This is an optimization exercise on Yosys and OpenROAD, whose aim is a short achievable clock period and few clock cycles, not a production implementation. Where RTL was checked, it was by simulation tests only, not by an equivalence proof against the original. For runs 2 and 3, only the layout was checked, not whether the RTL still works. Power and IR drop assume default switching activity.

==> design.v <==
package cache_pkg;
    localparam int ADDR_WIDTH   = 16;
    localparam int DATA_WIDTH   = 32;
    localparam int BE_WIDTH     = DATA_WIDTH / 8;
    localparam int NUM_WAYS     = 2;
    localparam int NUM_SETS     = 8;
    localparam int INDEX_WIDTH  = 3;
    localparam int OFFSET_WIDTH = 2;
    localparam int TAG_WIDTH    = ADDR_WIDTH - INDEX_WIDTH - OFFSET_WIDTH;
    localparam int COUNT_WIDTH  = 32;
    typedef struct packed {
        logic [TAG_WIDTH-1:0]    tag;
        logic [INDEX_WIDTH-1:0]  index;
        logic [OFFSET_WIDTH-1:0] offset;
    } cache_addr_fields_t;
    typedef union packed {
        logic [ADDR_WIDTH-1:0] word;
        cache_addr_fields_t    fields;
    } cache_addr_t;
    typedef enum logic [2:0] {
        IDLE,
        LOOKUP,
        HIT_RESP,
        WB_REQ,
        WB_WAIT,
        FILL_REQ,
        FILL_WAIT,
        RESP
    } ctrl_state_t;
endpackage
`timescale 1ns/1ps
import cache_pkg::*;
module cache_counters (
    input  logic                                clk,
    input  logic                                rst_n,
    input  logic                                hit_i,
    input  logic                                miss_i,
    input  logic                                mem_txn_i,
    output logic [cache_pkg::COUNT_WIDTH-1:0]   hit_count_o,
    output logic [cache_pkg::COUNT_WIDTH-1:0]   miss_count_o,
    output logic [cache_pkg::COUNT_WIDTH-1:0]   mem_txn_count_o
);
    logic [1:0]             inc_q;
    logic [2:0]             inc;
    logic [COUNT_WIDTH-1:0] count_q [3];
    always_ff @(posedge clk)
    begin
        if (!rst_n)
        begin
            inc_q <= '0;
            for (int i = 0; i < 3; i++)
                count_q[i] <= '0;
        end
        else
        begin
            inc_q <= {miss_i, hit_i};
            for (int i = 0; i < 3; i++)
            begin
                if (inc[i] && count_q[i] != '1)
                    count_q[i] <= count_q[i] + 1'b1;
            end
        end
    end
    assign inc = {mem_txn_i, inc_q};
    assign hit_count_o     = count_q[0];
    assign miss_count_o    = count_q[1];
    assign mem_txn_count_o = count_q[2];
endmodule
`timescale 1ns/1ps
import cache_pkg::*;
module cache_top (
    input  logic                                clk,
    input  logic                                rst_n,
    input  logic                                proc_req_i,
    input  logic [cache_pkg::ADDR_WIDTH-1:0]    proc_addr_i,
    input  logic                                proc_we_i,
    input  logic [cache_pkg::BE_WIDTH-1:0]      proc_be_i,
    input  logic [cache_pkg::DATA_WIDTH-1:0]    proc_wdata_i,
    output logic                                proc_gnt_o,
    output logic                                proc_rvalid_o,
    output logic [cache_pkg::DATA_WIDTH-1:0]    proc_rdata_o,
    output logic                                mem_req_o,
    output logic [cache_pkg::ADDR_WIDTH-1:0]    mem_addr_o,
    output logic                                mem_we_o,
    output logic [cache_pkg::BE_WIDTH-1:0]      mem_be_o,
    output logic [cache_pkg::DATA_WIDTH-1:0]    mem_wdata_o,
    input  logic                                mem_gnt_i,
    input  logic                                mem_rvalid_i,
    input  logic [cache_pkg::DATA_WIDTH-1:0]    mem_rdata_i,
    output logic [cache_pkg::COUNT_WIDTH-1:0]   hit_count_o,
    output logic [cache_pkg::COUNT_WIDTH-1:0]   miss_count_o,
    output logic [cache_pkg::COUNT_WIDTH-1:0]   mem_txn_count_o
);
    localparam int QDEPTH = 16;
    localparam int QW     = 4;     
    localparam int NP     = 4;
    localparam int PW     = 3;     
    localparam int WAW    = ADDR_WIDTH - OFFSET_WIDTH;
    logic [TAG_WIDTH-1:0]   tag_q   [NUM_WAYS][NUM_SETS];
    logic [DATA_WIDTH-1:0]  data_q  [NUM_WAYS][NUM_SETS];
    logic [NUM_SETS-1:0]    valid_q [NUM_WAYS];
    logic [NUM_SETS-1:0]    dirty_q [NUM_WAYS];
    logic [NUM_SETS-1:0]    mru_q;
    logic [NUM_SETS-1:0]    lpend_q [NUM_WAYS];
    logic [BE_WIDTH-1:0]    pmask_q [NUM_WAYS][NUM_SETS];
    logic                   r_v_q;
    logic [ADDR_WIDTH-1:0]  r_addr_q;
    logic                   r_we_q;
    logic [BE_WIDTH-1:0]    r_be_q;
    logic [DATA_WIDTH-1:0]  r_wdata_q;
    logic                   k_v_q;
    logic [ADDR_WIDTH-1:0]  k_addr_q;
    logic                   k_we_q;
    logic [BE_WIDTH-1:0]    k_be_q;
    logic [DATA_WIDTH-1:0]  k_wdata_q;
    logic                   st_wbreq_q;
    logic                   st_wbwait_q;
    logic                   st_fillreq_q;
    logic                   st_fillwait_q;
    logic                   mem_req_q;
    logic                   chain_q;
    logic [INDEX_WIDTH-1:0] a_idx_q;
    logic [TAG_WIDTH-1:0]   a_tag_q;
    logic                   a_way_q;
    logic [PW-1:0]          pq_cnt_q;
    logic [INDEX_WIDTH-1:0] p_idx_q   [NP];
    logic [TAG_WIDTH-1:0]   p_tag_q   [NP];
    logic                   p_way_q   [NP];
    logic                   p_vd_q    [NP];
    logic [WAW-1:0]         p_addr_q  [NP];
    logic [DATA_WIDTH-1:0]  p_vdata_q [NP];
    logic                   p_v;
    logic                   p_pop;
    logic                   p_push;
    logic [PW-1:0]          p_wr;
    logic [PW-1:0]          pq_cnt_d;
    logic                   s2_v_q;
    logic [INDEX_WIDTH-1:0] s2_idx_q;
    logic                   s2_way_q;
    logic                   s2_we_q;
    logic [BE_WIDTH-1:0]    s2_be_q;
    logic [DATA_WIDTH-1:0]  s2_wdata_q;
    logic [QW-1:0]          s2_ptr_q;
    logic [DATA_WIDTH-1:0]  rq_data_q [QDEPTH];
    logic [BE_WIDTH-1:0]    rq_mask_q [QDEPTH];
    logic [INDEX_WIDTH-1:0] rq_wset_q [QDEPTH];
    logic                   rq_wway_q [QDEPTH];
    logic [QDEPTH-1:0]      rq_wait_q;
    logic [QDEPTH-1:0]      rq_rdy_q;
    logic [QW-1:0]          rq_head_q;
    logic [QW-1:0]          rq_tail_q;
    logic [QW:0]            rq_cnt_q;
    logic                   pop;
    logic                   gnt;
    logic                   r_free;
    assign gnt        = proc_req_i && !k_v_q;
    assign proc_gnt_o = gnt;
    logic [INDEX_WIDTH-1:0] idx;
    logic [TAG_WIDTH-1:0]   tag;
    logic                   a_busy;
    logic                   fill_now;
    logic [NUM_WAYS-1:0]    way_hit;
    logic                   hit_any;
    logic                   lk_go;
    logic                   lk_hit;
    logic                   lk_miss;
    logic                   vict_way;
    logic                   vict_dirty;
    logic                   vict_pend;
    logic [TAG_WIDTH-1:0]   vict_tag;
    logic [DATA_WIDTH-1:0]  vict_data;
    logic [WAW-1:0]         first_addr;
    logic                   start_a;
    assign idx      = r_addr_q[OFFSET_WIDTH +: INDEX_WIDTH];
    assign tag      = r_addr_q[ADDR_WIDTH-1 -: TAG_WIDTH];
    assign a_busy   = st_wbreq_q || st_wbwait_q || st_fillreq_q || st_fillwait_q;
    assign fill_now = st_fillwait_q && mem_rvalid_i;
    always_comb
    begin
        for (int w = 0; w < NUM_WAYS; w++)
            way_hit[w] = valid_q[w][idx] && (tag_q[w][idx] == tag);
        hit_any = |way_hit;
        if (!valid_q[0][idx])
            vict_way = 1'b0;
        else if (!valid_q[1][idx])
            vict_way = 1'b1;
        else
            vict_way = ~mru_q[idx];
        vict_dirty = valid_q[vict_way][idx] && dirty_q[vict_way][idx];
        vict_pend  = lpend_q[vict_way][idx];
        vict_tag   = tag_q[vict_way][idx];
        vict_data  = data_q[vict_way][idx];
        if (s2_v_q && s2_we_q && (s2_idx_q == idx) && (s2_way_q == vict_way))
        begin
            for (int b = 0; b < BE_WIDTH; b++)
                if (s2_be_q[b])
                    vict_data[8*b +: 8] = s2_wdata_q[8*b +: 8];
        end
        first_addr = {(vict_dirty ? vict_tag : tag), idx};
    end
    assign p_v      = (pq_cnt_q != '0);
    assign lk_hit   = r_v_q && !rq_cnt_q[QW] && hit_any;
    assign lk_miss  = r_v_q && !rq_cnt_q[QW] && !hit_any && !vict_pend &&
                      (pq_cnt_q != PW'(NP));
    assign lk_go    = lk_hit || lk_miss;
    assign start_a  = lk_miss && (!a_busy || fill_now) && !p_v;
    assign p_pop    = fill_now && p_v;
    assign p_push   = lk_miss && !start_a;
    assign p_wr     = pq_cnt_q - PW'(p_pop);
    assign pq_cnt_d = pq_cnt_q + PW'(p_push) - PW'(p_pop);
    assign r_free   = !r_v_q || lk_go;
    always_ff @(posedge clk)
    begin
        if (!rst_n)
        begin
            r_v_q <= 1'b0;
            k_v_q <= 1'b0;
        end
        else
        begin
            if (r_free)
            begin
                r_v_q <= k_v_q || gnt;
                k_v_q <= 1'b0;
            end
            else if (gnt)
                k_v_q <= 1'b1;
        end
    end
    always_ff @(posedge clk)
    begin
        if (r_free)
        begin
            if (k_v_q)
            begin
                r_addr_q  <= k_addr_q;
                r_we_q    <= k_we_q;
                r_be_q    <= k_be_q;
                r_wdata_q <= k_wdata_q;
            end
            else
            begin
                r_addr_q  <= proc_addr_i;
                r_we_q    <= proc_we_i;
                r_be_q    <= proc_be_i;
                r_wdata_q <= proc_wdata_i;
            end
        end
        if (!k_v_q)
        begin
            k_addr_q  <= proc_addr_i;
            k_we_q    <= proc_we_i;
            k_be_q    <= proc_be_i;
            k_wdata_q <= proc_wdata_i;
        end
    end
    logic                   load_s1;
    logic                   load_p;
    logic                   load_afill;
    logic                   nx_wbreq;
    logic                   nx_wbwait;
    logic                   nx_fillreq;
    logic                   nx_fillwait;
    assign mem_req_o = mem_req_q || (mem_rvalid_i && chain_q);
    assign mem_be_o  = '1;
    assign load_s1    = start_a || (p_push && !p_v &&
                                    (st_fillwait_q || (st_fillreq_q && mem_gnt_i)));
    assign load_p     = st_fillreq_q && mem_gnt_i && p_v;
    assign load_afill = st_wbreq_q && mem_gnt_i;
    always_comb
    begin
        nx_wbreq    = st_wbreq_q && !mem_gnt_i;
        nx_wbwait   = (st_wbreq_q && mem_gnt_i) || (st_wbwait_q && !mem_rvalid_i);
        nx_fillreq  = (st_wbwait_q && mem_rvalid_i) || (st_fillreq_q && !mem_gnt_i);
        nx_fillwait = (st_fillreq_q && mem_gnt_i) || (st_fillwait_q && !mem_rvalid_i);
        if (p_pop)
        begin
            nx_wbreq   = p_vd_q[0];
            nx_fillreq = !p_vd_q[0];
        end
        else if (start_a)
        begin
            nx_wbreq   = vict_dirty;
            nx_fillreq = !vict_dirty;
        end
    end
    always_ff @(posedge clk)
    begin
        if (!rst_n)
        begin
            st_wbreq_q    <= 1'b0;
            st_wbwait_q   <= 1'b0;
            st_fillreq_q  <= 1'b0;
            st_fillwait_q <= 1'b0;
            mem_req_q     <= 1'b0;
            chain_q       <= 1'b0;
            pq_cnt_q      <= '0;
            s2_v_q        <= 1'b0;
        end
        else
        begin
            st_wbreq_q    <= nx_wbreq;
            st_wbwait_q   <= nx_wbwait;
            st_fillreq_q  <= nx_fillreq;
            st_fillwait_q <= nx_fillwait;
            mem_req_q     <= nx_wbreq || nx_fillreq;
            chain_q       <= nx_wbwait || (nx_fillwait && (pq_cnt_d != '0));
            pq_cnt_q      <= pq_cnt_d;
            s2_v_q        <= lk_go;
        end
    end
    always_ff @(posedge clk)
    begin
        if (lk_go)
        begin
            s2_idx_q   <= idx;
            s2_way_q   <= hit_any ? way_hit[1] : vict_way;
            s2_we_q    <= r_we_q;
            s2_be_q    <= r_be_q;
            s2_wdata_q <= r_wdata_q;
            s2_ptr_q   <= rq_tail_q;
        end
        if (start_a)
        begin
            a_idx_q    <= idx;
            a_tag_q    <= tag;
            a_way_q    <= vict_way;
        end
        else if (p_pop)
        begin
            a_idx_q    <= p_idx_q[0];
            a_tag_q    <= p_tag_q[0];
            a_way_q    <= p_way_q[0];
        end
        for (int i = 0; i < NP; i++)
        begin
            if (p_push && p_wr == PW'(i))
            begin
                p_idx_q[i]   <= idx;
                p_tag_q[i]   <= tag;
                p_way_q[i]   <= vict_way;
                p_vd_q[i]    <= vict_dirty;
                p_addr_q[i]  <= first_addr;
                p_vdata_q[i] <= vict_data;
            end
            else if (p_pop && i < NP - 1)
            begin
                p_idx_q[i]   <= p_idx_q[i+1];
                p_tag_q[i]   <= p_tag_q[i+1];
                p_way_q[i]   <= p_way_q[i+1];
                p_vd_q[i]    <= p_vd_q[i+1];
                p_addr_q[i]  <= p_addr_q[i+1];
                p_vdata_q[i] <= p_vdata_q[i+1];
            end
        end
        if (load_s1)
        begin
            mem_addr_o  <= {first_addr, 2'b00};
            mem_we_o    <= vict_dirty;
            mem_wdata_o <= vict_data;
        end
        else if (load_p)
        begin
            mem_addr_o  <= {p_addr_q[0], 2'b00};
            mem_we_o    <= p_vd_q[0];
            mem_wdata_o <= p_vdata_q[0];
        end
        else if (load_afill)
        begin
            mem_addr_o  <= {a_tag_q, a_idx_q, 2'b00};
            mem_we_o    <= 1'b0;
        end
    end
    logic [DATA_WIDTH-1:0]  s2_line;
    logic [BE_WIDTH-1:0]    s2_mask;
    logic                   s2_pend;
    logic                   s2_fill;
    logic [DATA_WIDTH-1:0]  s2_ans;
    always_comb
    begin
        s2_line = data_q[s2_way_q][s2_idx_q];
        s2_mask = pmask_q[s2_way_q][s2_idx_q];
        s2_pend = lpend_q[s2_way_q][s2_idx_q];
        s2_fill = fill_now && (a_idx_q == s2_idx_q) && (a_way_q == s2_way_q);
        s2_ans  = s2_line;
        if (s2_fill)
        begin
            for (int b = 0; b < BE_WIDTH; b++)
                if (!s2_mask[b])
                    s2_ans[8*b +: 8] = mem_rdata_i[8*b +: 8];
        end
        if (s2_we_q)
            s2_ans = '0;
    end
    assign pop = rq_rdy_q[rq_head_q];
    always_ff @(posedge clk)
    begin
        if (!rst_n)
        begin
            rq_rdy_q      <= '0;
            rq_wait_q     <= '0;
            rq_head_q     <= '0;
            rq_tail_q     <= '0;
            rq_cnt_q      <= '0;
            proc_rvalid_o <= 1'b0;
        end
        else
        begin
            proc_rvalid_o <= pop;
            if (lk_go)
                rq_tail_q <= rq_tail_q + 1'b1;
            if (pop)
            begin
                rq_head_q           <= rq_head_q + 1'b1;
                rq_rdy_q[rq_head_q] <= 1'b0;
            end
            rq_cnt_q <= rq_cnt_q + (QW+1)'(lk_go) - (QW+1)'(pop);
            if (fill_now)
            begin
                for (int i = 0; i < QDEPTH; i++)
                    if (rq_wait_q[i] && rq_wset_q[i] == a_idx_q && rq_wway_q[i] == a_way_q)
                    begin
                        rq_wait_q[i] <= 1'b0;
                        rq_rdy_q[i]  <= 1'b1;
                    end
            end
            if (s2_v_q)
            begin
                if (!s2_we_q && s2_pend && !s2_fill)
                    rq_wait_q[s2_ptr_q] <= 1'b1;
                else
                    rq_rdy_q[s2_ptr_q]  <= 1'b1;
            end
        end
    end
    always_ff @(posedge clk)
    begin
        if (pop)
            proc_rdata_o <= rq_data_q[rq_head_q];
        if (fill_now)
        begin
            for (int i = 0; i < QDEPTH; i++)
                if (rq_wait_q[i] && rq_wset_q[i] == a_idx_q && rq_wway_q[i] == a_way_q)
                    for (int b = 0; b < BE_WIDTH; b++)
                        if (!rq_mask_q[i][b])
                            rq_data_q[i][8*b +: 8] <= mem_rdata_i[8*b +: 8];
        end
        if (s2_v_q)
        begin
            rq_data_q[s2_ptr_q] <= s2_ans;
            rq_mask_q[s2_ptr_q] <= s2_mask;
            rq_wset_q[s2_ptr_q] <= s2_idx_q;
            rq_wway_q[s2_ptr_q] <= s2_way_q;
        end
    end
    always_ff @(posedge clk)
    begin
        if (!rst_n)
        begin
            for (int w = 0; w < NUM_WAYS; w++)
            begin
                valid_q[w] <= '0;
                dirty_q[w] <= '0;
                lpend_q[w] <= '0;
            end
            mru_q <= '0;
        end
        else
        begin
            if (fill_now)
                lpend_q[a_way_q][a_idx_q] <= 1'b0;
            if (lk_hit)
            begin
                mru_q[idx] <= way_hit[1];
                if (r_we_q)
                    dirty_q[way_hit[1]][idx] <= 1'b1;
            end
            if (lk_miss)
            begin
                valid_q[vict_way][idx] <= 1'b1;
                dirty_q[vict_way][idx] <= r_we_q;
                lpend_q[vict_way][idx] <= 1'b1;
                mru_q[idx]             <= vict_way;
            end
        end
    end
    always_ff @(posedge clk)
    begin
        if (lk_miss)
        begin
            tag_q[vict_way][idx]   <= tag;
            pmask_q[vict_way][idx] <= '0;
        end
        if (fill_now)
        begin
            for (int b = 0; b < BE_WIDTH; b++)
                if (!pmask_q[a_way_q][a_idx_q][b])
                    data_q[a_way_q][a_idx_q][8*b +: 8] <= mem_rdata_i[8*b +: 8];
        end
        if (s2_v_q && s2_we_q)
        begin
            for (int b = 0; b < BE_WIDTH; b++)
                if (s2_be_q[b])
                    data_q[s2_way_q][s2_idx_q][8*b +: 8] <= s2_wdata_q[8*b +: 8];
            if (s2_pend)
                pmask_q[s2_way_q][s2_idx_q] <= s2_mask | s2_be_q;
        end
    end
    cache_counters u_counters (
        .clk             (clk),
        .rst_n           (rst_n),
        .hit_i           (lk_hit),
        .miss_i          (lk_miss),
        .mem_txn_i       (mem_req_q && mem_gnt_i),
        .hit_count_o     (hit_count_o),
        .miss_count_o    (miss_count_o),
        .mem_txn_count_o (mem_txn_count_o)
    );
endmodule
==> run.sh <==
#!/bin/bash
# synth_recipe.tcl (not shown) runs the flow's synth.tcl, then flattens the netlist and writes it again
# the make line also repeats each setting of config.mk as NAME=value (left out here)
make -C /OpenROAD-flow-scripts/flow DESIGN_CONFIG=/design/flow/config.mk WORK_HOME=/design/flow/orfs CLKGATE_MAP_FILE= SYNTH_SCRIPT=/design/flow/synth_recipe.tcl finish
==> config.mk <==
export PLATFORM = sky130hd
export DESIGN_NAME = cache_top
export DESIGN_NICKNAME = cache_top
export VERILOG_FILES = /design/flow/design.v
export SDC_FILE = /design/flow/constraint.sdc
export NUM_CORES = 4
export LEC_CHECK = 0
export CAP_MARGIN = 20
export CORE_MARGIN = 2
export CORE_UTILIZATION = 40
export SLEW_MARGIN = 20
==> constraint.sdc <==
create_clock -name core_clock -period 4.2 [get_ports {clk}]
set_input_delay 0.8400 -clock core_clock [delete_from_list [all_inputs] [get_ports {clk}]]
set_output_delay 0.8400 -clock core_clock [all_outputs]
set_load 0.01 [all_outputs]
==> results of run 1 <==
[registers in the layout, summed over array words and instances, names as in the netlist, 16 cells and up, named ones only]
register and flops:
k_wdata_q 32, tag_q 176, p_addr_q 56, rq_wait_q 16
lpend_q 16, data_q 512, u_counters.count_q 96, rq_wset_q 48
rq_data_q 512, dirty_q 16, p_tag_q 44, pmask_q 64
proc_rdata_o 32, mem_wdata_o 32, valid_q 16, s2_wdata_q 32
rq_rdy_q 16, rq_mask_q 64, r_wdata_q 32, rq_wway_q 16
p_vdata_q 128
[synthesized netlist by cell type, types with 7 or more instances]
cell type	instances	area, sq um
a31oi_1	8	50.1
mux4_2	588	13200
clkbuf_1	437	1640
o21bai_1	8	60.1
mux2_2	641	7220
mux2_1	60	676
buf_2	50	250
buf_6	7	78.8
and2_1	42	263
nand2b_1	14	87.6
o221ai_1	8	70.1
nor2_1	269	1010
nor2b_1	25	156
o21ai_1	20	100
a22oi_1	20	150
and3_1	17	106
and4_1	8	70.1
a21oi_1	51	255
nand3_1	65	325
or2_1	14	87.6
or2_2	32	200
o31ai_1	10	75.1
dfxtp_1	219	4380
buf_4	33	248
nor3_1	62	310
edfxtp_1	1866	56000
inv_1	223	837
mux2i_1	260	2600
nand4_1	42	263
nand2_1	718	2700
xor2_1	110	963
o22ai_1	26	163
a211oi_1	10	75.1
xnor2_1	72	631
ha_1	29	363
or3_1	25	156
o21ai_0	691	3460
buf_1	70	263
nor4_1	20	125
[cells in the final DEF, fill, tap and decap left out, drive strengths merged, types with 14 or more instances in the layout]
master         netlist  final
nand2              719    719
nor2b               25     25
mux2               701    701
nand2b              14     14
mux2i              261    261
or2                 46     46
nor2               275    275
edfxtp            1866   1866
o22ai               26     26
xor2               110    110
clkinv               1     90
dfxtp              219    219
inv                223    232
ha                  29     29
o21ai              712    712
xnor2               72     72
mux4               588    588
nor3                62     62
or3                 25     25
nor4                21     21
and2                43     43
and3                17     17
buf                160    601
clkdlybuf4s50        0    264
clkbuf             438    305
nand4               44     44
a21oi               54     54
a22oi               20     20
nand3               66     66
bufinv               0     14
[worst max-delay path: cells and delay by family (launching register included)]
kind,cells,cell delay [ns]
muxes,2,0.66
adders and majority gates,3,0.66
buffers and inverters,6,0.63
xor gates and xnor gates,3,0.49
AOI/OAI and AO/OA,2,0.27
DFF,1,0.42
and+or+nand+nor,5,1.18
[metrics by stage]
step / setup TNS (ns) / util, % / power, uW / instance area, sq um / std cells
finish: -0.278 / 47.2 / 52100 / 118000 / 11000
global route: -3.54 / 47.2 / 53900 / 118000 / 11000
CTS: -0.414 / 47.0 / 52300 / 118000 / 11000
detailed placement: -20.45 / 44.0 / 32400 / 110000 / 10600
global placement: -15.17 / 44.0 / 32200 / 110000 / 10600
floorplan: -51.83 / - / 28800 / 101000 / 6974
[final cells by class]
type / instances / area [sq um]
fill: 21800 / 133000
sequential: 2085 / 60400
multi-input combinational: 4067 / 37400
timing repair buffer: 868 / 8150
clock buffer: 303 / 6240
tap: 3348 / 4190
clock inverter: 115 / 1110
inverter: 224 / 846
antenna: 10 / 25.0
[routing by layer]
metal	track usage [%]	up-vias	share of wire (%)
met1	31.0	32100	42
li1	-	27600	-
met3	3.69	467	7.5
met2	36.1	2453	48
met5	0	-	0.024
met4	6.53	10	2.9
[worst max-delay path by stage]
stage                                from                  endpoint  slack, ns  cells past startpoint
global route        r_addr_q[2]$_DFFE_PN_        chain_q$_SDFF_PN0_      -0.40                     21
detailed placement  r_addr_q[2]$_DFFE_PN_        chain_q$_SDFF_PN0_      -0.52                     19
floorplan           r_addr_q[2]$_DFFE_PN_  p_addr_q[3][0]$_DFFE_PP_      -0.87                     12
global placement    r_addr_q[2]$_DFFE_PN_        chain_q$_SDFF_PN0_      -0.51                     19
CTS                 r_addr_q[2]$_DFFE_PN_        chain_q$_SDFF_PN0_      -0.20                     21
finish              r_addr_q[2]$_DFFE_PN_        chain_q$_SDFF_PN0_      -0.24                     21
[power by group through the flow]
stage | clock (uW) | sequential (uW) | combinational (uW)
3_3_place_gp | 0 | 24400 | 7790
4_1_cts | 20100 | 24000 | 8090
5_1_grt | 20900 | 24100 | 8840
6_report | 19800 | 24000 | 8320
3_5_place_dp | 0 | 24400 | 7910
2_1_floorplan | 0 | 24100 | 4700
[timing repair]
item                                   in CTS  in global routing
pin swaps                                  16                  9
buffers inserted                           10                 11
endpoints found under the hold margin       0                  0
setup endpoints to repair                  66                104
cloned                                      3                  2
gates resized for setup                    39                 46
[logic make-up (layout without fill, tap and decap cells)]
kind of cell / count (synthesis) / in the layout
buffers and inverters: 822 / 1510
other: 2 / 16
multiplexers: 1550 / 1550
adder cells (fa/ha/maj): 31 / 31
AO/OA/AOI/OAI: 912 / 912
flip-flops: 2085 / 2085
AND/OR/NAND/NOR: 1386 / 1386
XOR/XNOR: 182 / 182
==> impl_metrics.yaml, run 1 <==
power_and_ir_drop:
  p_switching_uw: 13900
  p_int_uw: 38200
  power.leakage_uw: 0.0416
  max-vdd-ir-drop_mv: 0.447
  pwr-share-comb_pct: 16.0
  seqPwrFrac_pct: 46.1
  power_frac_clock_pct: 37.9
  p_per_area_mw_per_mm2: 440
  swShare_pct: 26.7
critical_path:
  worstPathRequired_ns: 4.96
  worstReg2RegEnd: "chain_q$_SDFF_PN0_"
  start_kind: "flop"
  worstSetupPathType: "reg2reg"
  endpoint_kind: "flop"
  reg2reg_from: "r_addr_q[2]$_DFFE_PN_"
  crit_chain: "buf_12 > buf_12 > buf_16 > buf_6 > mux4_2 > mux2i_4 > xor2_1 > nand2_1 > nor4_4 > a21oi_2 > and2_4 > nand2_4 > ha_4 > inv_4 > ha_4 > inv_2 > fa_2 > xnor2_2 > xnor2_1 > or3b_4 > a21o_1"
  critPathMaxStageDelay_ns: 0.46
  crit_path_max_fanout: 7
  reg2reg_setup_slack_ns: -0.24
  cp_data_arrival_time_ns: 5.20
  ff2ff_path_depth: 21
  crit_slowest_cell: "mux4_2"
yosys:
  synth_xor_area_share_pct: 1.58
  synth_compound_area_share_pct: 5.00
  synth_area_per_cell_sq_um: 14.4
  synthArstFlopShare_pct: 0
  synth_warnings: 9
  synth_edf_count: 1866
  synth_simple_gate_area_share_pct: 6.13
  synth_top_family_by_area: "multiplexers"
  netlist_area_sq_mm: 0.101
  synth-adder-area-share_pct: 0.400
  syn_inst: 6970
  yosysUniqueCellTypes: 90
  ys_seq_area_share_pct: 60.0
  synthMuxAreaShare_pct: 23.6
  ys_ff_latch: 2085
  synthFlopType: "edfxtp_1"
layout:
  layout-drive-gt1-share_pct: 30.0
  syn2layout_area_growth_pct: 17.6
  nets: 7589
sta:
  fmax_ghz: 0.225
  fin_skew_ns: 0.0471
  slew_viol_final: 0
  rsz0062_at_grt: "yes"
  timing.final.hold_violations: 0
  finalWorstSetupSlack_ns: -0.239
  min_period_ns: 4.44
  tightestPinTransition_ns: 1.11
  setup_viol: 7
  finalCritPeriodShare_pct: 106
  timing.hold.ws_ns: 0.412
  relSlewSlack_pct: 26.1
global_route:
  grt_use_total_pct: 22.3
  grt_pass1_vias: 62500
  antenna_found_initial: 26
  grt_pass1_wl_microns: 426000
  grt_max_degree: 135
  grt-ovfl-total: 0
placement:
  pre_cts_slack_ns: -0.518
  numPortBuffers: 265
  hpwl_microns: 200000
  gp_congestion: 0.893
hold_path:
  hold_end: "s2_wdata_q[4]$_DFFE_PP_"
  hold_class: "reg2reg"
  holdPathStages: 0
  worstHoldStart: "r_wdata_q[4]$_DFFE_PN_"
route:
  wl_microns: 290000
  vias: 62600
  firstDrtPassIters: 7
  drcViolationCount: 0
  drt_iter0_markers: 6576
  drtAntennaViolNets: 0
  wire_per_inst_microns: 26.3
  post_drt_via_cell_ratio: 5.68
clock_network:
  cts.clk_slew.worst_paths_ns: 0.06
  numCtsBuffers: 222
  htree_levels: 4
  cts-root-buf: "clkbuf_16"
  clk-insertion-delay-late_ns: 0.88
  cts_tree: "built"
  cts-hold-fix-buffers: 0
  clock_path_buffers: 3
  cts.sinks: 2085
floorplan:
  boundaryPins: 274
  core_sq_mm: 0.251
  rows: 184
  start_util_pct: 40.1
  die_h_microns: 506
  dieArea_sq_mm: 0.256
  die_w_microns: 506
outcome:
  so.violations: "negative setup slack"
  status: "complete, but fails checks"
flow_run:
  drv_cap: 0
Testbench counts, summed over its fixed seeds: cycles 24,836.
==> run 2: changes to the inputs <==
--- a/design.v
+++ b/design.v
@@ -95,5 +95,4 @@
     localparam int QW     = 4;     
     localparam int NP     = 4;
-    localparam int PW     = 3;     
     localparam int WAW    = ADDR_WIDTH - OFFSET_WIDTH;
     logic [TAG_WIDTH-1:0]   tag_q   [NUM_WAYS][NUM_SETS];
@@ -114,4 +113,15 @@
     logic [BE_WIDTH-1:0]    k_be_q;
     logic [DATA_WIDTH-1:0]  k_wdata_q;
+    logic                   l_v_q;
+    logic [INDEX_WIDTH-1:0] l_idx_q;
+    logic [TAG_WIDTH-1:0]   l_tag_q;
+    logic                   l_we_q;
+    logic [BE_WIDTH-1:0]    l_be_q;
+    logic [DATA_WIDTH-1:0]  l_wdata_q;
+    logic                   l_hit_q;
+    logic                   l_hway_q;
+    logic                   l_vway_q;
+    logic                   l_vdirty_q;
+    logic [WAW-1:0]         l_faddr_q;
     logic                   st_wbreq_q;
     logic                   st_wbwait_q;
@@ -123,5 +133,5 @@
     logic [TAG_WIDTH-1:0]   a_tag_q;
     logic                   a_way_q;
-    logic [PW-1:0]          pq_cnt_q;
+    logic [NP-1:0]          pv_q;
     logic [INDEX_WIDTH-1:0] p_idx_q   [NP];
     logic [TAG_WIDTH-1:0]   p_tag_q   [NP];
@@ -133,6 +143,5 @@
     logic                   p_pop;
     logic                   p_push;
-    logic [PW-1:0]          p_wr;
-    logic [PW-1:0]          pq_cnt_d;
+    logic                   p_nonempty_d;
     logic                   s2_v_q;
     logic [INDEX_WIDTH-1:0] s2_idx_q;
@@ -148,7 +157,7 @@
     logic [QDEPTH-1:0]      rq_wait_q;
     logic [QDEPTH-1:0]      rq_rdy_q;
+    logic [QDEPTH-1:0]      rq_occ_q;
     logic [QW-1:0]          rq_head_q;
     logic [QW-1:0]          rq_tail_q;
-    logic [QW:0]            rq_cnt_q;
     logic                   pop;
     logic                   gnt;
@@ -156,40 +165,43 @@
     assign gnt        = proc_req_i && !k_v_q;
     assign proc_gnt_o = gnt;
-    logic [INDEX_WIDTH-1:0] idx;
-    logic [TAG_WIDTH-1:0]   tag;
-    logic                   a_busy;
-    logic                   fill_now;
+    logic [INDEX_WIDTH-1:0] r_idx;
+    logic [TAG_WIDTH-1:0]   r_tag;
     logic [NUM_WAYS-1:0]    way_hit;
-    logic                   hit_any;
-    logic                   lk_go;
-    logic                   lk_hit;
-    logic                   lk_miss;
     logic                   vict_way;
     logic                   vict_dirty;
-    logic                   vict_pend;
     logic [TAG_WIDTH-1:0]   vict_tag;
-    logic [DATA_WIDTH-1:0]  vict_data;
-    logic [WAW-1:0]         first_addr;
-    logic                   start_a;
-    assign idx      = r_addr_q[OFFSET_WIDTH +: INDEX_WIDTH];
-    assign tag      = r_addr_q[ADDR_WIDTH-1 -: TAG_WIDTH];
-    assign a_busy   = st_wbreq_q || st_wbwait_q || st_fillreq_q || st_fillwait_q;
-    assign fill_now = st_fillwait_q && mem_rvalid_i;
+    logic                   r_adv;
+    assign r_idx = r_addr_q[OFFSET_WIDTH +: INDEX_WIDTH];
+    assign r_tag = r_addr_q[ADDR_WIDTH-1 -: TAG_WIDTH];
     always_comb
     begin
         for (int w = 0; w < NUM_WAYS; w++)
-            way_hit[w] = valid_q[w][idx] && (tag_q[w][idx] == tag);
-        hit_any = |way_hit;
-        if (!valid_q[0][idx])
+            way_hit[w] = valid_q[w][r_idx] && (tag_q[w][r_idx] == r_tag);
+        if (!valid_q[0][r_idx])
             vict_way = 1'b0;
-        else if (!valid_q[1][idx])
+        else if (!valid_q[1][r_idx])
             vict_way = 1'b1;
         else
-            vict_way = ~mru_q[idx];
-        vict_dirty = valid_q[vict_way][idx] && dirty_q[vict_way][idx];
-        vict_pend  = lpend_q[vict_way][idx];
-        vict_tag   = tag_q[vict_way][idx];
-        vict_data  = data_q[vict_way][idx];
-        if (s2_v_q && s2_we_q && (s2_idx_q == idx) && (s2_way_q == vict_way))
+            vict_way = ~mru_q[r_idx];
+        vict_dirty = valid_q[vict_way][r_idx] && dirty_q[vict_way][r_idx];
+        vict_tag   = tag_q[vict_way][r_idx];
+    end
+    logic                   a_busy;
+    logic                   fill_now;
+    logic                   rq_ok;
+    logic                   vict_pend;
+    logic [DATA_WIDTH-1:0]  vict_data;
+    logic                   lk_go;
+    logic                   lk_hit;
+    logic                   lk_miss;
+    logic                   start_a;
+    assign a_busy    = st_wbreq_q || st_wbwait_q || st_fillreq_q || st_fillwait_q;
+    assign fill_now  = st_fillwait_q && mem_rvalid_i;
+    assign rq_ok     = !rq_occ_q[rq_tail_q];
+    assign vict_pend = lpend_q[l_vway_q][l_idx_q];
+    always_comb
+    begin
+        vict_data = data_q[l_vway_q][l_idx_q];
+        if (s2_v_q && s2_we_q && (s2_idx_q == l_idx_q) && (s2_way_q == l_vway_q))
         begin
             for (int b = 0; b < BE_WIDTH; b++)
@@ -197,17 +209,15 @@
                     vict_data[8*b +: 8] = s2_wdata_q[8*b +: 8];
         end
-        first_addr = {(vict_dirty ? vict_tag : tag), idx};
     end
-    assign p_v      = (pq_cnt_q != '0);
-    assign lk_hit   = r_v_q && !rq_cnt_q[QW] && hit_any;
-    assign lk_miss  = r_v_q && !rq_cnt_q[QW] && !hit_any && !vict_pend &&
-                      (pq_cnt_q != PW'(NP));
+    assign lk_hit   = l_v_q && rq_ok && l_hit_q;
+    assign lk_miss  = l_v_q && rq_ok && !l_hit_q && !vict_pend && !pv_q[NP-1];
     assign lk_go    = lk_hit || lk_miss;
+    assign r_adv    = r_v_q && (!l_v_q || (lk_go && (l_idx_q != r_idx)));
+    assign r_free   = !r_v_q || r_adv;
+    assign p_v      = pv_q[0];
     assign start_a  = lk_miss && (!a_busy || fill_now) && !p_v;
     assign p_pop    = fill_now && p_v;
     assign p_push   = lk_miss && !start_a;
-    assign p_wr     = pq_cnt_q - PW'(p_pop);
-    assign pq_cnt_d = pq_cnt_q + PW'(p_push) - PW'(p_pop);
-    assign r_free   = !r_v_q || lk_go;
+    assign p_nonempty_d = p_push || pv_q[1] || (pv_q[0] && !p_pop);
     always_ff @(posedge clk)
     begin
@@ -216,4 +226,5 @@
             r_v_q <= 1'b0;
             k_v_q <= 1'b0;
+            l_v_q <= 1'b0;
         end
         else
@@ -226,4 +237,8 @@
             else if (gnt)
                 k_v_q <= 1'b1;
+            if (r_adv)
+                l_v_q <= 1'b1;
+            else if (lk_go)
+                l_v_q <= 1'b0;
         end
     end
@@ -254,4 +269,17 @@
             k_wdata_q <= proc_wdata_i;
         end
+        if (r_adv)
+        begin
+            l_idx_q    <= r_idx;
+            l_tag_q    <= r_tag;
+            l_we_q     <= r_we_q;
+            l_be_q     <= r_be_q;
+            l_wdata_q  <= r_wdata_q;
+            l_hit_q    <= |way_hit;
+            l_hway_q   <= way_hit[1];
+            l_vway_q   <= vict_way;
+            l_vdirty_q <= vict_dirty;
+            l_faddr_q  <= {(vict_dirty ? vict_tag : r_tag), r_idx};
+        end
     end
     logic                   load_s1;
@@ -281,6 +309,6 @@
         else if (start_a)
         begin
-            nx_wbreq   = vict_dirty;
-            nx_fillreq = !vict_dirty;
+            nx_wbreq   = l_vdirty_q;
+            nx_fillreq = !l_vdirty_q;
         end
     end
@@ -295,5 +323,5 @@
             mem_req_q     <= 1'b0;
             chain_q       <= 1'b0;
-            pq_cnt_q      <= '0;
+            pv_q          <= '0;
             s2_v_q        <= 1'b0;
         end
@@ -305,7 +333,13 @@
             st_fillwait_q <= nx_fillwait;
             mem_req_q     <= nx_wbreq || nx_fillreq;
-            chain_q       <= nx_wbwait || (nx_fillwait && (pq_cnt_d != '0));
-            pq_cnt_q      <= pq_cnt_d;
+            chain_q       <= nx_wbwait || (nx_fillwait && p_nonempty_d);
             s2_v_q        <= lk_go;
+            for (int i = 0; i < NP; i++)
+            begin
+                if (p_pop && !p_push)
+                    pv_q[i] <= (i < NP - 1) ? pv_q[(i + 1) % NP] : 1'b0;
+                else if (p_push && !p_pop)
+                    pv_q[i] <= pv_q[i] || (i == 0) || pv_q[(i + NP - 1) % NP];
+            end
         end
     end
@@ -314,16 +348,16 @@
         if (lk_go)
         begin
-            s2_idx_q   <= idx;
-            s2_way_q   <= hit_any ? way_hit[1] : vict_way;
-            s2_we_q    <= r_we_q;
-            s2_be_q    <= r_be_q;
-            s2_wdata_q <= r_wdata_q;
+            s2_idx_q   <= l_idx_q;
+            s2_way_q   <= l_hit_q ? l_hway_q : l_vway_q;
+            s2_we_q    <= l_we_q;
+            s2_be_q    <= l_be_q;
+            s2_wdata_q <= l_wdata_q;
             s2_ptr_q   <= rq_tail_q;
         end
         if (start_a)
         begin
-            a_idx_q    <= idx;
-            a_tag_q    <= tag;
-            a_way_q    <= vict_way;
+            a_idx_q    <= l_idx_q;
+            a_tag_q    <= l_tag_q;
+            a_way_q    <= l_vway_q;
         end
         else if (p_pop)
@@ -335,27 +369,28 @@
         for (int i = 0; i < NP; i++)
         begin
-            if (p_push && p_wr == PW'(i))
+            if (p_push && (p_pop ? (pv_q[i] && (i == NP - 1 || !pv_q[(i + 1) % NP]))
+                                 : (!pv_q[i] && (i == 0 || pv_q[(i + NP - 1) % NP]))))
             begin
-                p_idx_q[i]   <= idx;
-                p_tag_q[i]   <= tag;
-                p_way_q[i]   <= vict_way;
-                p_vd_q[i]    <= vict_dirty;
-                p_addr_q[i]  <= first_addr;
+                p_idx_q[i]   <= l_idx_q;
+                p_tag_q[i]   <= l_tag_q;
+                p_way_q[i]   <= l_vway_q;
+                p_vd_q[i]    <= l_vdirty_q;
+                p_addr_q[i]  <= l_faddr_q;
                 p_vdata_q[i] <= vict_data;
             end
             else if (p_pop && i < NP - 1)
             begin
-                p_idx_q[i]   <= p_idx_q[i+1];
-                p_tag_q[i]   <= p_tag_q[i+1];
-                p_way_q[i]   <= p_way_q[i+1];
-                p_vd_q[i]    <= p_vd_q[i+1];
-                p_addr_q[i]  <= p_addr_q[i+1];
-                p_vdata_q[i] <= p_vdata_q[i+1];
+                p_idx_q[i]   <= p_idx_q[(i + 1) % NP];
+                p_tag_q[i]   <= p_tag_q[(i + 1) % NP];
+                p_way_q[i]   <= p_way_q[(i + 1) % NP];
+                p_vd_q[i]    <= p_vd_q[(i + 1) % NP];
+                p_addr_q[i]  <= p_addr_q[(i + 1) % NP];
+                p_vdata_q[i] <= p_vdata_q[(i + 1) % NP];
             end
         end
         if (load_s1)
         begin
-            mem_addr_o  <= {first_addr, 2'b00};
-            mem_we_o    <= vict_dirty;
+            mem_addr_o  <= {l_faddr_q, 2'b00};
+            mem_we_o    <= l_vdirty_q;
             mem_wdata_o <= vict_data;
         end
@@ -400,7 +435,7 @@
             rq_rdy_q      <= '0;
             rq_wait_q     <= '0;
+            rq_occ_q      <= '0;
             rq_head_q     <= '0;
             rq_tail_q     <= '0;
-            rq_cnt_q      <= '0;
             proc_rvalid_o <= 1'b0;
         end
@@ -409,11 +444,14 @@
             proc_rvalid_o <= pop;
             if (lk_go)
-                rq_tail_q <= rq_tail_q + 1'b1;
+            begin
+                rq_tail_q           <= rq_tail_q + 1'b1;
+                rq_occ_q[rq_tail_q] <= 1'b1;
+            end
             if (pop)
             begin
                 rq_head_q           <= rq_head_q + 1'b1;
                 rq_rdy_q[rq_head_q] <= 1'b0;
+                rq_occ_q[rq_head_q] <= 1'b0;
             end
-            rq_cnt_q <= rq_cnt_q + (QW+1)'(lk_go) - (QW+1)'(pop);
             if (fill_now)
             begin
@@ -472,14 +510,14 @@
             if (lk_hit)
             begin
-                mru_q[idx] <= way_hit[1];
-                if (r_we_q)
-                    dirty_q[way_hit[1]][idx] <= 1'b1;
+                mru_q[l_idx_q] <= l_hway_q;
+                if (l_we_q)
+                    dirty_q[l_hway_q][l_idx_q] <= 1'b1;
             end
             if (lk_miss)
             begin
-                valid_q[vict_way][idx] <= 1'b1;
-                dirty_q[vict_way][idx] <= r_we_q;
-                lpend_q[vict_way][idx] <= 1'b1;
-                mru_q[idx]             <= vict_way;
+                valid_q[l_vway_q][l_idx_q] <= 1'b1;
+                dirty_q[l_vway_q][l_idx_q] <= l_we_q;
+                lpend_q[l_vway_q][l_idx_q] <= 1'b1;
+                mru_q[l_idx_q]             <= l_vway_q;
             end
         end
@@ -489,6 +527,6 @@
         if (lk_miss)
         begin
-            tag_q[vict_way][idx]   <= tag;
-            pmask_q[vict_way][idx] <= '0;
+            tag_q[l_vway_q][l_idx_q]   <= l_tag_q;
+            pmask_q[l_vway_q][l_idx_q] <= '0;
         end
         if (fill_now)
--- a/config.mk
+++ b/config.mk
@@ -6,6 +6,9 @@
 export NUM_CORES = 4
 export LEC_CHECK = 0
+export ABC_CLOCK_PERIOD_IN_PS = 2400
 export CAP_MARGIN = 20
 export CORE_MARGIN = 2
 export CORE_UTILIZATION = 40
+export SETUP_SLACK_MARGIN = 1.8
 export SLEW_MARGIN = 20
+export TNS_END_PERCENT = 5
==> run 2 against run 1 <==
Now clean on timing, DRC and antenna. Global-route usage up 1.2 points. Utilization up 0.17 points. Critical endpoint is now rq_data_q[10][12]$_DFFE_PP_. Die area up 2.1%. Cell count down 0.61%. Highest routed layer unchanged. Largest power group unchanged. Clock skew up 0.036 ns. Wire length up 9.1%. Combinational power down 59%. Sequential power about the same.
==> impl_metrics.yaml, run 2 <==
outcome:
  status: "finished clean"
critical_path:
  start_kind: "flop"
  endpoint_kind: "flop"
  crit_family: "simple AND/OR/NAND/NOR gates"
  crit_slowest_cell: "edfxtp_1"
  reg2reg_setup_slack_ns: 0.96
  crit_path_max_fanout: 23
  crit_chain: "buf_4 > xor2_1 > nor3_1 > nand4_1 > o21ai_0 > buf_4"
  cp_data_arrival_time_ns: 3.82
  critPathMaxStageDelay_ns: 0.72
  worst-path-buf-inv: 2
  worstReg2RegEnd: "rq_data_q[10][12]$_DFFE_PP_"
  reg2reg_from: "a_idx_q[2]$_DFFE_PP_"
  worstPathRequired_ns: 4.78
  ff2ff_path_depth: 6
  worstSetupPathType: "reg2reg"
  crit_top_cell: "buf_4"
layout:
  register_area_sq_mm: 0.0627
  syn2layout_area_growth_pct: 17.9
  nets: 7475
  multi_input_area_sq_mm: 0.0385
  final_common_cell: "edfxtp_1"
  num-fill-cells: 21800
  reg_top3: "data_q (512), rq_data_q (512), tag_q (176)"
  fin_util_pct: 47.3
  final_cell_mix: "1932 x edfxtp_1, 801 x mux2_2, 714 x nand2_1"
  layout-drive-gt1-share_pct: 33.2
route:
  post_drt_via_cell_ratio: 5.91
  drcViolationCount: 0
  firstDrtPassIters: 6
  drt_iter0_markers: 7824
  wire_per_inst_microns: 28.9
  wl_microns: 317000
  vias: 64700
  drtAntennaViolNets: 0
yosys:
  synthFlopType: "edfxtp_1"
  synth.top_cell.area_share_pct: 56.4
  yosysUniqueCellTypes: 82
  yosys.area.top_type: "edfxtp_1"
  synth_warnings: 9
  netlist_area_sq_mm: 0.103
  ys_seq_area_share_pct: 60.9
  synth.most_common_cell: "edfxtp_1"
  ys_ff_latch: 2165
  synthTopCellsByArea: "edfxtp_1 56%, mux4_2 13%, mux2_2 8.9%"
  synthArstFlopShare_pct: 0
  synth_edf_count: 1932
  ys_top_cells_by_count: "1932 x edfxtp_1, 812 x mux2_2, 763 x nand2_1"
  synth_area_per_cell_sq_um: 14.9
  syn_inst: 6922
clock_network:
  clock_path_buffers: 3
  cts_tree: "built"
  cts-root-buf: "clkbuf_16"
  cts.clk_slew.worst_paths_ns: 0.06
  numCtsBuffers: 232
  htree_levels: 4
  clk-insertion-delay-late_ns: 0.90
  cts.sinks: 2165
power_and_ir_drop:
  power.leakage_uw: 0.0410
  power_frac_clock_pct: 43.2
  seqPwrFrac_pct: 49.7
  swShare_pct: 23.2
  p_switching_uw: 11100
  pwr-share-comb_pct: 7.0
  p_int_uw: 36900
  p_per_area_mw_per_mm2: 396
  max-vdd-ir-drop_mv: 0.434
hold_path:
  hold_class: "reg2reg"
  worstHoldStart: "l_wdata_q[3]$_DFFE_PP_"
  holdPathStages: 0
  hold_end: "s2_wdata_q[3]$_DFFE_PN_"
floorplan:
  rows: 186
  core_sq_mm: 0.256
  start_util_pct: 40.1
  boundaryPins: 274
  die_h_microns: 511
  die_w_microns: 511
  dieArea_sq_mm: 0.261
global_route:
  grt-ovfl-total: 0
  grt_use_total_pct: 23.5
  antenna_found_initial: 17
  grt_pass1_wl_microns: 450000
  grt_max_degree: 106
  grt_pass1_vias: 63200
sta:
  tightestPinTransition_ns: 1.15
  setup_viol: 0
  relSlewSlack_pct: 23.6
  timing.final.hold_violations: 0
  fin_skew_ns: 0.0830
  min_period_ns: 3.24
  finalCritPeriodShare_pct: 77.1
  setup_tns_ns: 0
  rsz0062_at_grt: "yes"
  slew_viol_final: 0
  fmax_ghz: 0.309
placement:
  gp_congestion: 0.896
  hpwl_microns: 203000
  numPortBuffers: 265
flow_run:
  drv_cap: 0
run 2: cell types whose count changed in the layout (fill, tap and decap cells not counted), sizes merged, moves of 20 or more:
cell and delta:
edfxtp +66, and2 -26, buf -96, o211ai +20
nand2 +45, mux2 +146, clkbuf +20, mux2i -186
inv -153, mux4 +25, a21oi +22
run 2: power by group through the flow:
stage / logic, uW / registers (uW) / clock network, uW
floorplan: 2010 / 24200 / 0
global placement: 3040 / 24400 / 0
detailed placement: 3090 / 24400 / 0
CTS: 3220 / 23900 / 21100
global route: 3580 / 23900 / 21900
finish: 3390 / 23900 / 20800
run 2: kinds of logic (layout without fill, tap and decap cells):
kind of cell / Yosys count / in the layout / share of synthesized area (%)
adders and majority gates: 27 / 27 / 0.328
other: 2 / 14 / 0.00730
xor gates and xnor gates: 173 / 173 / 1.47
muxes: 1534 / 1535 / 23.4
buffers and inverters: 668 / 1294 / 2.82
AOI/OAI and AO/OA: 913 / 913 / 4.79
and+or+nand+nor: 1440 / 1448 / 6.24
DFF: 2165 / 2165 / 60.9
run 2: layout make-up:
cell class,instances,share of cell area [%]
diodes,8,0.0165
repair buffers,779,6.48
flip-flops and latches,2165,51.7
inverters,77,0.270
multi-input cells,4102,31.7
clock buffers,320,5.25
clock inverters,117,1.10
well taps,3384,3.49
repair inverters,1,0.00619
run 2: worst max path at each step:
stage / start / end / slack [ns] / cells after the start
5_1_grt: rq_tail_q[0]$_SDFFE_PN0N_ / p_vdata_q[1][23]$_DFFE_PP_ / 0.89 / 9
4_1_cts: s2_idx_q[0]$_DFFE_PN_ / rq_data_q[13][26]$_DFFE_PP_ / 1.01 / 10
3_3_place_gp: mem_rvalid_i / rq_data_q[12][27]$_DFFE_PP_ / 0.40 / 7
6_report: a_idx_q[2]$_DFFE_PP_ / rq_data_q[10][12]$_DFFE_PP_ / 0.96 / 6
3_5_place_dp: mem_rvalid_i / rq_data_q[11][27]$_DFFE_PP_ / 0.40 / 7
2_1_floorplan: rq_tail_q[0]$_SDFFE_PN0N_ / l_be_q[0]$_DFFE_PP_ / 0.90 / 7
run 2: worst register-to-register path, delay by kind of cell, from the launching register on:
kind,cells,cell delay [ns]
buffers and inverters,2,0.75
AOI/OAI and AO/OA,1,0.47
and+or+nand+nor,2,0.84
xor gates and xnor gates,1,0.16
DFF,1,0.72
run 2: layer usage:
layer / part of all wire [%] / global-route usage, %
met5: 0.021 / 0
met4: 4.1 / 9.16
met3: 8.5 / 4.52
met2: 47 / 37.8
met1: 40 / 31.5
run 2: per-stage QoR:
step | worst slack [ns] | power, uW | instances | cell area [sq um] | hold slack (ns)
finish | 0.960 | 48100 | 11000 | 121000 | 0.417
global route | 0.894 | 49400 | 10900 | 121000 | 0.424
CTS | 1.01 | 48200 | 10900 | 120000 | 0.390
detailed placement | 0.401 | 27500 | 10400 | 111000 | 0.405
global placement | 0.403 | 27400 | 10400 | 111000 | 0.402
floorplan | 0.901 | 26200 | 6926 | 103000 | 0.400
run 2: timing repair:
| action | in CTS | in global routing |
|---|---|---|
| setup buffers | 34 | 74 |
| endpoints found under the setup margin | 3726 | 3779 |
| gates cloned | 18 | 18 |
| gates resized for setup | 115 | 253 |
| hold buffers | 0 | 0 |
| pin swaps | 9 | 31 |
==> run 3: changes to the inputs <==
--- a/design.v
+++ b/design.v
@@ -133,4 +133,8 @@
     logic [TAG_WIDTH-1:0]   a_tag_q;
     logic                   a_way_q;
+    logic                   f_v_q;
+    logic [INDEX_WIDTH-1:0] f_idx_q;
+    logic                   f_way_q;
+    logic [DATA_WIDTH-1:0]  f_data_q;
     logic [NP-1:0]          pv_q;
     logic [INDEX_WIDTH-1:0] p_idx_q   [NP];
@@ -325,7 +329,9 @@
             pv_q          <= '0;
             s2_v_q        <= 1'b0;
+            f_v_q         <= 1'b0;
         end
         else
         begin
+            f_v_q         <= fill_now;
             st_wbreq_q    <= nx_wbreq;
             st_wbwait_q   <= nx_wbwait;
@@ -355,4 +361,10 @@
             s2_ptr_q   <= rq_tail_q;
         end
+        if (fill_now)
+        begin
+            f_idx_q    <= a_idx_q;
+            f_way_q    <= a_way_q;
+            f_data_q   <= mem_rdata_i;
+        end
         if (start_a)
         begin
@@ -417,5 +429,5 @@
         s2_mask = pmask_q[s2_way_q][s2_idx_q];
         s2_pend = lpend_q[s2_way_q][s2_idx_q];
-        s2_fill = fill_now && (a_idx_q == s2_idx_q) && (a_way_q == s2_way_q);
+        s2_fill = f_v_q && (f_idx_q == s2_idx_q) && (f_way_q == s2_way_q);
         s2_ans  = s2_line;
         if (s2_fill)
@@ -423,5 +435,5 @@
             for (int b = 0; b < BE_WIDTH; b++)
                 if (!s2_mask[b])
-                    s2_ans[8*b +: 8] = mem_rdata_i[8*b +: 8];
+                    s2_ans[8*b +: 8] = f_data_q[8*b +: 8];
         end
         if (s2_we_q)
@@ -454,8 +466,8 @@
                 rq_occ_q[rq_head_q] <= 1'b0;
             end
-            if (fill_now)
+            if (f_v_q)
             begin
                 for (int i = 0; i < QDEPTH; i++)
-                    if (rq_wait_q[i] && rq_wset_q[i] == a_idx_q && rq_wway_q[i] == a_way_q)
+                    if (rq_wait_q[i] && rq_wset_q[i] == f_idx_q && rq_wway_q[i] == f_way_q)
                     begin
                         rq_wait_q[i] <= 1'b0;
@@ -476,11 +488,11 @@
         if (pop)
             proc_rdata_o <= rq_data_q[rq_head_q];
-        if (fill_now)
+        if (f_v_q)
         begin
             for (int i = 0; i < QDEPTH; i++)
-                if (rq_wait_q[i] && rq_wset_q[i] == a_idx_q && rq_wway_q[i] == a_way_q)
+                if (rq_wait_q[i] && rq_wset_q[i] == f_idx_q && rq_wway_q[i] == f_way_q)
                     for (int b = 0; b < BE_WIDTH; b++)
                         if (!rq_mask_q[i][b])
-                            rq_data_q[i][8*b +: 8] <= mem_rdata_i[8*b +: 8];
+                            rq_data_q[i][8*b +: 8] <= f_data_q[8*b +: 8];
         end
         if (s2_v_q)
@@ -506,6 +518,6 @@
         else
         begin
-            if (fill_now)
-                lpend_q[a_way_q][a_idx_q] <= 1'b0;
+            if (f_v_q)
+                lpend_q[f_way_q][f_idx_q] <= 1'b0;
             if (lk_hit)
             begin
@@ -530,9 +542,9 @@
             pmask_q[l_vway_q][l_idx_q] <= '0;
         end
-        if (fill_now)
+        if (f_v_q)
         begin
             for (int b = 0; b < BE_WIDTH; b++)
-                if (!pmask_q[a_way_q][a_idx_q][b])
-                    data_q[a_way_q][a_idx_q][8*b +: 8] <= mem_rdata_i[8*b +: 8];
+                if (!pmask_q[f_way_q][f_idx_q][b])
+                    data_q[f_way_q][f_idx_q][8*b +: 8] <= f_data_q[8*b +: 8];
         end
         if (s2_v_q && s2_we_q)
==> run 3 against run 2 <==
Still clean. Synthesized area grew 1.0%. Utilization shrank 0.41 points. Via count grew 0.99%. Power shrank 0.36%. Die area grew 1.0%. Register-to-register slack lost 0.26 ns. Hold slack lost 0.0034 ns. Cell area grew 0.21%. Sequential share of layout area grew 0.79 points. Clock-buffer cell count grew 23. Non-clock buffer count shrank 61. Critical path depth grew 4. Critical endpoint is now tag_q[10][6]$_DFFE_PP_. Largest cell class unchanged. Largest power group unchanged.
==> impl_metrics.yaml, run 3 <==
yosys:
  netlist_area_sq_mm: 0.104
  ys_seq_area_share_pct: 61.4
  yosysUniqueCellTypes: 82
  ys_top_cells_by_count: "1968 x edfxtp_1, 826 x mux2_2, 789 x nand2_1"
  synthArstFlopShare_pct: 0
  synth_edf_count: 1968
  synth.top_cell.area_share_pct: 56.9
  synthTopCellsByArea: "edfxtp_1 57%, mux4_2 13%, mux2_2 9.0%"
  synth_area_per_cell_sq_um: 14.7
  synth_warnings: 9
  synthFlopType: "edfxtp_1"
  yosys.area.top_type: "edfxtp_1"
  ys_ff_latch: 2202
  synth.most_common_cell: "edfxtp_1"
  syn_inst: 7046
layout:
  register_area_sq_mm: 0.0638
  final_common_cell: "edfxtp_1"
  multi_input_area_sq_mm: 0.0382
  final_cell_mix: "1968 x edfxtp_1, 813 x mux2_2, 757 x nand2_1"
  syn2layout_area_growth_pct: 17.0
  num-fill-cells: 22100
  fin_cells: 11000
  reg_top3: "data_q (512), rq_data_q (512), tag_q (176)"
  layout-drive-gt1-share_pct: 31.7
  stdcell_area_sq_mm: 0.122
  nets: 7537
power_and_ir_drop:
  power.leakage_uw: 0.0406
  pwr-share-comb_pct: 5.7
  seqPwrFrac_pct: 50.5
  power_frac_clock_pct: 43.7
  p_per_area_mw_per_mm2: 394
  swShare_pct: 22.5
  p_switching_uw: 10800
  totalPowerFinal_uw: 47900
  p_int_uw: 37100
  max-vdd-ir-drop_mv: 0.377
sta:
  min_period_ns: 3.50
  tightestPinTransition_ns: 1.12
  timing.final.hold_violations: 0
  fin_skew_ns: 0.0913
  rsz0062_at_grt: "yes"
  finalCritPeriodShare_pct: 83.3
  finalWorstSetupSlack_ns: 0.700
  relSlewSlack_pct: 25.6
  timing.hold.ws_ns: 0.414
  fmax_ghz: 0.286
  slew_viol_final: 0
  setup_viol: 0
hold_path:
  holdPathStages: 0
  hold_class: "reg2reg"
floorplan:
  die_h_microns: 514
  boundaryPins: 274
  dieArea_sq_mm: 0.264
  rows: 187
  die_w_microns: 514
  start_util_pct: 40.1
  core_sq_mm: 0.259
critical_path:
  critPathMaxStageDelay_ns: 0.59
  worst-path-buf-inv: 4
  endpoint_kind: "flop"
  crit_slowest_cell: "or4_4"
  crit_path_max_fanout: 11
  worstSetupPathType: "reg2reg"
  crit_chain: "mux4_2 > mux4_2 > or2_4 > or4_4 > nor2_4 > buf_12 > buf_6 > nand2_4 > clkinvlp_4 > buf_12"
  start_kind: "flop"
  cp.depth: 10
  worstPathRequired_ns: 4.77
  ff2ff_path_depth: 10
  cp_data_arrival_time_ns: 4.07
  crit_family: "simple AND/OR/NAND/NOR gates"
route:
  drt_iter0_markers: 8700
  wire_per_inst_microns: 28.9
  wl_microns: 318000
  firstDrtPassIters: 9
  vias: 65300
  post_drt_via_cell_ratio: 5.92
  drtAntennaViolNets: 0
  drcViolationCount: 0
clock_network:
  cts-root-buf: "clkbuf_16"
  cts.clk_slew.worst_paths_ns: 0.06
  htree_levels: 4
  cts.sinks: 2202
  clk-insertion-delay-late_ns: 0.93
  numCtsBuffers: 244
  cts_tree: "built"
  clock_path_buffers: 4
global_route:
  grt_pass1_wl_microns: 454000
  grt_pass1_vias: 64600
  grt_max_degree: 143
  antenna_found_initial: 29
  grt_use_total_pct: 23.4
  grt-ovfl-total: 0
placement:
  hpwl_microns: 204000
  place_inst: 10500
  placed_area_sq_mm: 0.112
  gp_congestion: 0.906
  numPortBuffers: 265
  pre_cts_slack_ns: 0.191
flow_run:
  drv_cap: 0
outcome:
  status: "finished clean"
[run 3: worst paths after layout]
path	start	endpoint	slack (ns)
worst min-delay path	l_wdata_q[27]$_DFFE_PP_	s2_wdata_q[27]$_DFFE_PN_	0.41
worst min register to register	l_wdata_q[27]$_DFFE_PP_	s2_wdata_q[27]$_DFFE_PN_	0.41
worst max register to register	flop	tag_q[10][6]$_DFFE_PP_	0.70
worst max-delay path	flop	tag_q[10][6]$_DFFE_PP_	0.70
[run 3: metrics by stage]
step                TNS, ns  util [%]
detailed placement        0      43.1
global placement          0      43.1
finish                    0      46.9
floorplan            -31.04         -
CTS                       0      46.5
global route              0      46.9
[run 3: cell families after synthesis]
group / synth area share [%]
fa+ha+maj: 0.325
xor+xnor: 1.21
simple gates: 6.37
other cells: 0.00723
mux: 23.0
flops: 61.4
compound gates: 5.10
buf+inv: 2.63
[run 3: layout make-up]
| type | instances | area share, % |
|---|---|---|
| Clock inverter | 99 | 0.782 |
| Tap cell | 3402 | 3.50 |
| Antenna cell | 11 | 0.0226 |
| Inverter | 94 | 0.331 |
| Multi-Input combinational cell | 4160 | 31.4 |
| Sequential cell | 2202 | 52.5 |
| Clock buffer | 343 | 5.55 |
| Timing Repair Buffer | 718 | 5.89 |
[run 3: layer usage]
layer	track usage [%]	part of all wire [%]	vias up
met4	8.19	3.7	42
li1	-	-	28000
met3	4.96	9.4	590
met2	37.2	47	3161
met1	31.8	40	33500
met5	0	0.091	-
[run 3: power groups by stage]
| stage | sequential (uW) | clock, uW | combinational (uW) |
|---|---|---|---|
| 2_1_floorplan | 24500 | 0 | 1600 |
| 3_3_place_gp | 24700 | 0 | 2530 |
| 3_5_place_dp | 24700 | 0 | 2560 |
| 4_1_cts | 24200 | 21300 | 2690 |
| 5_1_grt | 24200 | 22100 | 2880 |
| 6_report | 24200 | 20900 | 2740 |
[run 3: worst register-to-register path, stage by stage (launching register included)]
cell        delay, ns
dfxtp_4          0.38
mux4_2           0.49
mux4_2           0.58
or2_4            0.28
or4_4            0.59
nor2_4           0.16
buf_12           0.15
buf_6            0.11
nand2_4          0.10
clkinvlp_4       0.15
buf_12           0.14
[run 3: repair_timing]
| item | in CTS | in global routing |
|---|---|---|
| endpoints found under the setup margin | 3692 | 3774 |
| gates resized for setup | 174 | 101 |
| pin swaps | 25 | 13 |
| hold buffers | 0 | 0 |
| setup buffers | 41 | 29 |
| cloned | 10 | 15 |

afterwards: timing with drivers on the ports:
In the flow no input, the clock included, has a driving cell. The finished layouts below were timed again as built, in two steps.
Step 1 sets driving cells, clkbuf_16 on the clock port and buf_2 on the other inputs (assumed; they add their load-dependent delay and slew).
Step 2 times the ports against the registers' clock, not the clock port: input delays grow and output delays shrink by t, the midpoint of the rising clock arrivals with the driver on.
Three values: ideal, step 1, step 2; two values: the first two.
run	shift t [ns]	setup slack, ns	cell pins on the clock port's net
run 1	0.962	-0.239 / -0.239 / -0.239	1
run 2	0.963	0.960 / 0.951 / 0.359	1
run 3	0.974	0.700 / 0.700 / 0.655	1
For run 2, which loses most, drivers alone change the setup slack by -0.009 ns; drivers and shift together by -0.601 ns.
